This is an optimization exercise on Yosys and OpenROAD, whose aim is a short achievable clock period and few clock cycles, not a production implementation. Where RTL was checked, it was by simulation tests only, not by an equivalence proof against the original. Power is estimated from default activity; no workload was simulated.

==> juniper: inputs <==
==> flow/design.v (excerpt) <==
module cr16_core #(
    parameter logic [15:0] P_RESET_VECTOR = 16'h0000
) (
    input  logic        I_CLK,
    input  logic        I_NRESET,
    input  logic        mem_ack,
    input  logic [15:0] mem_rdata,
    output logic        mem_req,
    output logic        mem_we,
    output logic [15:0] mem_addr,
    output logic [15:0] mem_wdata,
    output logic [4:0]  status_flags
);
make LEC_CHECK=0 CAP_MARGIN=20 CORE_MARGIN=2 CORE_UTILIZATION=50 SETUP_SLACK_MARGIN=3.7 SLEW_MARGIN=20 finish   # period 6.0 ns
run.sh (not shown) runs the stock make flow with config.mk's settings and CLKGATE_MAP_FILE= SYNTH_SCRIPT=/design/flow/synth_recipe.tcl, a recipe that flattens the netlist after the stock synthesis.
==> inputs of lagoon, as changes to juniper <==
--- a/flow/design.v
+++ b/flow/design.v
@@ -45,16 +45,15 @@
 localparam logic [3:0] EXT_XOR   = 4'b1000;
 localparam logic [3:0] EXT_MOV   = 4'b0001;
 localparam logic [3:0] EXT_LOAD  = 4'b1010;
 localparam logic [3:0] EXT_STORE = 4'b1011;
 module cr16_alu (
-    input  logic        sub,
+    input  logic        cin,
     input  logic [3:0]  sel,       
     input  logic        pass,      
-    input  logic [15:0] pa,
-    input  logic [15:0] ga,
-    input  logic [15:0] gs,
+    input  logic [15:0] p,
+    input  logic [15:0] g,
     input  logic [15:0] b,
     output logic [15:0] result,
     output logic [4:0]  flags
 );
 localparam integer FLAG_C = 0;
@@ -103,38 +102,33 @@
 localparam logic [3:0] EXT_OR    = 4'b0111;
 localparam logic [3:0] EXT_XOR   = 4'b1000;
 localparam logic [3:0] EXT_MOV   = 4'b0001;
 localparam logic [3:0] EXT_LOAD  = 4'b1010;
 localparam logic [3:0] EXT_STORE = 4'b1011;
-    logic [15:0] ps, ta, sum_a, sum_s;
-    logic [16:0] ca, cs;
-    logic        zero_a, zero_s;
-    assign ps = ~pa;
-    assign ta = ga | pa;
-    cr16_carry u_add (.cin(1'b0), .p(pa), .g(ga), .c(ca));
-    cr16_carry u_sub (.cin(1'b1), .p(ps), .g(gs), .c(cs));
-    assign sum_a = pa ^ ca[15:0];
-    assign sum_s = ps ^ cs[15:0];
-    assign zero_a = (pa == {ta[14:0], 1'b0});
-    assign zero_s = (pa == 16'd0);
+    logic [15:0] t, sum;
+    logic [16:0] carry;
+    logic        cout, c15, zero;
+    assign t = g | p;
+    cr16_carry u_carry (.cin(cin), .p(p), .g(g), .c(carry));
+    assign sum  = p ^ carry[15:0];
+    assign cout = carry[16];
+    assign c15  = carry[15];
+    assign zero = (p == {t[14:0], cin});
     always_comb begin
-        flags = '0;
-        if (sub) begin
-            flags[FLAG_Z] = zero_s;
-            flags[FLAG_F] = cs[16] ^ cs[15];
-            flags[FLAG_C] = ~cs[16];
-            flags[FLAG_L] = ~cs[16];
-            flags[FLAG_N] = ps[15] ^ cs[16];
+        flags         = '0;
+        flags[FLAG_Z] = zero;
+        flags[FLAG_F] = cout ^ c15;
+        if (cin) begin
+            flags[FLAG_C] = ~cout;
+            flags[FLAG_L] = ~cout;
+            flags[FLAG_N] = p[15] ^ cout;
         end else begin
-            flags[FLAG_Z] = zero_a;
-            flags[FLAG_F] = ca[16] ^ ca[15];
-            flags[FLAG_C] = ca[16];
+            flags[FLAG_C] = cout;
         end
     end
-    assign result = ({16{sel[0] & ~sub}} & sum_a) | ({16{sel[0] & sub}} & sum_s)
-                    | ({16{sel[1]}} & ga) | ({16{sel[2]}} & ta)
-                    | ({16{sel[3]}} & pa) | ({16{pass}} & b);
+    assign result = ({16{sel[0]}} & sum) | ({16{sel[1]}} & g) | ({16{sel[2]}} & t)
+                    | ({16{sel[3]}} & p) | ({16{pass}} & b);
 endmodule
 module cr16_carry (
     input  logic        cin,
     input  logic [15:0] p,
     input  logic [15:0] g,
@@ -267,27 +261,27 @@
     logic        ld_pend;     
     logic        done;
     logic [15:0] pc;          
     logic [15:0] iw;          
     logic [15:0] op_a;        
-    logic [15:0] op_b;        
-    logic [15:0] op_pa;       
-    logic [15:0] op_ga;       
-    logic [15:0] op_gs;       
+    logic [15:0] op_bx;       
+    logic [15:0] op_p;        
+    logic [15:0] op_g;        
     logic [15:0] tgt;         
-    logic        x_sub, x_pass, x_wreg, x_wflags;
-    logic        x_load, x_store, x_jump, x_next;   
+    logic        x_cin, x_pass, x_wreg, x_wflags, x_load, x_store, x_branch;
     logic [3:0]  x_sel;
     logic [3:0]  d_op, d_ext;
-    logic [15:0] d_imm, d_b, d_a;
-    logic        d_load, d_store, d_taken;
+    logic [15:0] d_imm, d_bx, d_a;
     logic        d_imm_sel, d_alu, d_sub, d_pass, d_wreg, d_wflags;
     logic [3:0]  d_sel;
     logic [15:0] rsel_a, rsel_b;
     logic [15:0] rf_a, rf_b;
+    logic [15:0] d_disp, d_tp, d_tg;
+    logic [16:0] d_tc;
     logic [15:0] alu_result;
     logic [4:0]  alu_flags;
+    logic        taken;
     logic [15:0] next_pc;
     logic [15:0] pc_inc;
     logic [16:0] inc_c;
     logic [15:0] res;
     logic [15:0] res_sel;     
@@ -345,90 +339,80 @@
     assign d_wreg    = (d_alu && !(d_op == OP_CMPI || (d_op == OP_EXT && d_ext == EXT_CMP)))
                        || d_pass;
     always_comb begin
         for (int i = 0; i < 16; i++) begin
             rsel_a[i] = mem_rdata[11:8] == 4'(i);
-            rsel_b[i] = mem_rdata[3:0] == 4'(i);
+            rsel_b[i] = mem_rdata[3:0] == 4'(i) && !d_imm_sel;
         end
     end
     cr16_regfile u_regfile (
         .I_CLK(I_CLK), .I_NRESET(I_NRESET),
         .ld_we(ld_we), .ld_data(iw),
         .fwd_sel(res_sel), .fwd_data(res),
         .rsel_a(rsel_a), .rsel_b(rsel_b),
         .rdata_a(rf_a), .rdata_b(rf_b)
     );
-    assign d_a = rf_a;
-    assign d_b = d_imm_sel ? d_imm : rf_b;
-    assign d_load  = (d_op == OP_MEM) && (d_ext == EXT_LOAD);
-    assign d_store = (d_op == OP_MEM) && (d_ext == EXT_STORE);
-    always_comb begin
-        case (mem_rdata[11:8])
-            COND_EQ: d_taken = status_flags[FLAG_Z];
-            COND_NE: d_taken = !status_flags[FLAG_Z];
-            COND_CS: d_taken = status_flags[FLAG_C];
-            COND_CC: d_taken = !status_flags[FLAG_C];
-            COND_FS: d_taken = status_flags[FLAG_F];
-            COND_FC: d_taken = !status_flags[FLAG_F];
-            COND_LO: d_taken = status_flags[FLAG_L];
-            COND_HS: d_taken = !status_flags[FLAG_L];
-            COND_LT: d_taken = status_flags[FLAG_N];
-            COND_GE: d_taken = !status_flags[FLAG_N];
-            COND_UC: d_taken = 1'b1;
-            default: d_taken = 1'b0;
-        endcase
-        d_taken = d_taken && d_op == OP_BCOND;
-    end
-    logic [15:0] d_disp, d_tp, d_tg;
-    logic [16:0] d_tc;
+    assign d_a  = rf_a;
+    assign d_bx = (rf_b | ({16{d_imm_sel}} & d_imm)) ^ {16{d_sub}};
     assign d_disp = {{8{mem_rdata[7]}}, mem_rdata[7:0]};
     assign d_tp   = pc ^ d_disp;
     assign d_tg   = pc & d_disp;
     cr16_carry u_tgt (.cin(1'b1), .p(d_tp), .g(d_tg), .c(d_tc));
     always_ff @(posedge I_CLK or negedge I_NRESET) begin
         if (!I_NRESET) begin
             iw       <= '0;
             op_a     <= '0;
-            op_b     <= '0;
-            op_pa    <= '0;
-            op_ga    <= '0;
-            op_gs    <= '0;
+            op_bx    <= '0;
+            op_p     <= '0;
+            op_g     <= '0;
             tgt      <= '0;
-            x_sub    <= 1'b0;
+            x_cin    <= 1'b0;
             x_sel    <= '0;
             x_pass   <= 1'b0;
             x_wreg   <= 1'b0;
             x_wflags <= 1'b0;
             x_load   <= 1'b0;
             x_store  <= 1'b0;
-            x_jump   <= 1'b0;
-            x_next   <= 1'b0;
+            x_branch <= 1'b0;
         end else begin
             iw       <= mem_rdata;
             op_a     <= d_a;
-            op_b     <= d_b;
-            op_pa    <= d_a ^ d_b;
-            op_ga    <= d_a & d_b;
-            op_gs    <= d_a & ~d_b;
+            op_bx    <= d_bx;
+            op_p     <= d_a ^ d_bx;
+            op_g     <= d_a & d_bx;
             tgt      <= d_tp ^ d_tc[15:0];
-            x_sub    <= d_sub;
+            x_cin    <= d_sub;
             x_sel    <= d_alu ? d_sel : 4'b0000;
             x_pass   <= d_pass;
             x_wreg   <= d_wreg;
             x_wflags <= d_wflags;
-            x_load   <= d_load;
-            x_store  <= d_store;
-            x_jump   <= d_taken;
-            x_next   <= !(d_load || d_store || d_taken);
+            x_load   <= (d_op == OP_MEM) && (d_ext == EXT_LOAD);
+            x_store  <= (d_op == OP_MEM) && (d_ext == EXT_STORE);
+            x_branch <= d_op == OP_BCOND;
         end
     end
     cr16_alu u_alu (
-        .sub(x_sub), .sel(x_sel), .pass(x_pass), .pa(op_pa), .ga(op_ga), .gs(op_gs),
-        .b(op_b),
+        .cin(x_cin), .sel(x_sel), .pass(x_pass), .p(op_p), .g(op_g), .b(op_bx),
         .result(alu_result), .flags(alu_flags)
     );
-    assign next_pc = x_jump ? tgt : pc;
+    always_comb begin
+        case (iw[11:8])
+            COND_EQ: taken = status_flags[FLAG_Z];
+            COND_NE: taken = !status_flags[FLAG_Z];
+            COND_CS: taken = status_flags[FLAG_C];
+            COND_CC: taken = !status_flags[FLAG_C];
+            COND_FS: taken = status_flags[FLAG_F];
+            COND_FC: taken = !status_flags[FLAG_F];
+            COND_LO: taken = status_flags[FLAG_L];
+            COND_HS: taken = !status_flags[FLAG_L];
+            COND_LT: taken = status_flags[FLAG_N];
+            COND_GE: taken = !status_flags[FLAG_N];
+            COND_UC: taken = 1'b1;
+            default: taken = 1'b0;
+        endcase
+    end
+    assign next_pc = (x_branch && taken) ? tgt : pc;
     cr16_carry u_inc (.cin(1'b1), .p(pc), .g(16'd0), .c(inc_c));
     assign pc_inc = pc ^ inc_c[15:0];
     always_comb begin
         for (int i = 0; i < 16; i++) begin
             ld_we[i] = ld_pend && ld_rd == 4'(i);
@@ -477,13 +461,12 @@
                 end
                 tx_fetch  <= !(x_load || x_store);
                 tx_load   <= x_load;
                 ld_rd     <= iw[11:8];
                 mem_we    <= x_store;
-                mem_addr  <= ({16{x_store}} & op_a) | ({16{x_load}} & op_b)
-                             | ({16{x_jump}} & tgt) | ({16{x_next}} & pc);
-                mem_wdata <= op_b;
+                mem_addr  <= x_store ? op_a : (x_load ? op_bx : next_pc);
+                mem_wdata <= op_bx;
             end else if (!mem_req && tx_fetch) begin
                 mem_we   <= 1'b0;
                 mem_addr <= pc;
             end
         end
==> comparison <==
- Area after synthesis is about the same in juniper and lagoon.
- Between lagoon and juniper, the lower worst setup slack is in lagoon (gap 0.25 ns).
- Of juniper and lagoon, juniper has the higher register-to-register slack (gap 0.22 ns).
- Of lagoon and juniper, juniper has the higher fmax (gap about 8%, measured against juniper).
- Between juniper and lagoon, the lower non-clock buffer count is in juniper (gap 9).
- In lagoon the sequential cell count is lower than in juniper, by 17.
- In lagoon the synthesized cell count is higher than in juniper, by about 2.2%.
- Between juniper and lagoon, the lower final cell count is in juniper (gap 1.6%, measured against lagoon).
- Against juniper, the clock skew of lagoon is lower by 0.0056 ns.
- Of lagoon and juniper, juniper has the higher sequential power (gap about 1%, measured against juniper).
==> figures <==
item                                                                    juniper          lagoon
Setup fix buffers added after clock tree synthesis                          181             141
Clk tree area frac                                                       0.0543          0.0521
Combinational power                                                     5.55 mW         5.69 mW
Number of different library cells in the post-synthesis netlist              74              71
Clock buf count                                                              79              72
Fraction of the mapped netlist area in simple logic gates                 0.127           0.128
Via count of the first global-routing pass                                23500           23800
Gate Count Post-Synth                                                      2730            2790
CTS buffer count                                                             53              51
Max IR drop VDD                                                          277 uV          261 uV
Sink Count                                                                  476             459
Die outline width                                                        229 um          230 um
Min Hold Slack                                                         0.501 ns        0.451 ns
Sequential area share after synthesis                                     0.469           0.451
Yosys reg bits                                                              476             459
Number of DRC markers in iteration 0                                       3459            3704
Crit path launch                                                   mem_rdata[0]    mem_rdata[3]
Vertical die dimension                                                   229 um          230 um
Result of the run                                                finished clean  finished clean
DR WL met3                                                             12600 um        14400 um
Met2 GRT Util                                                             0.622           0.671
Testbench counts of juniper, summed over its fixed seeds: cycles 53,159.
Function not checked in lagoon: the RTL went through the layout flow alone.

-- afterwards: timing with drivers on the ports --
How much do the figures lean on ideal ports? The routed layouts below were timed once more, with nothing changed but the port constraints.
Step 1 assumes that a clkbuf_16 drives the clock port and a buf_2 every other input.
Step 2, shift: input delay + t, output delay - t, t = (earliest + latest rising clock arrival at the registers) / 2. This alone moves slack from input paths to output paths.
Slacks: ideal ports / drivers / drivers and shift; pairs: ideal ports / drivers.
run	t (ns)	slack for setup (ns)	worst setup path at the end	slew at the worst register clock pin (ns)
juniper	0.686	3.299 / 3.244 / 2.558	input to register	0.07 / 0.07
lagoon	0.684	3.053 / 3.034 / 2.350	input to register	0.07 / 0.07
After both steps setup and hold are still met in every run listed. The setup slack of juniper, which loses most, moves by -0.055 ns with the drivers and by -0.741 ns with both steps.
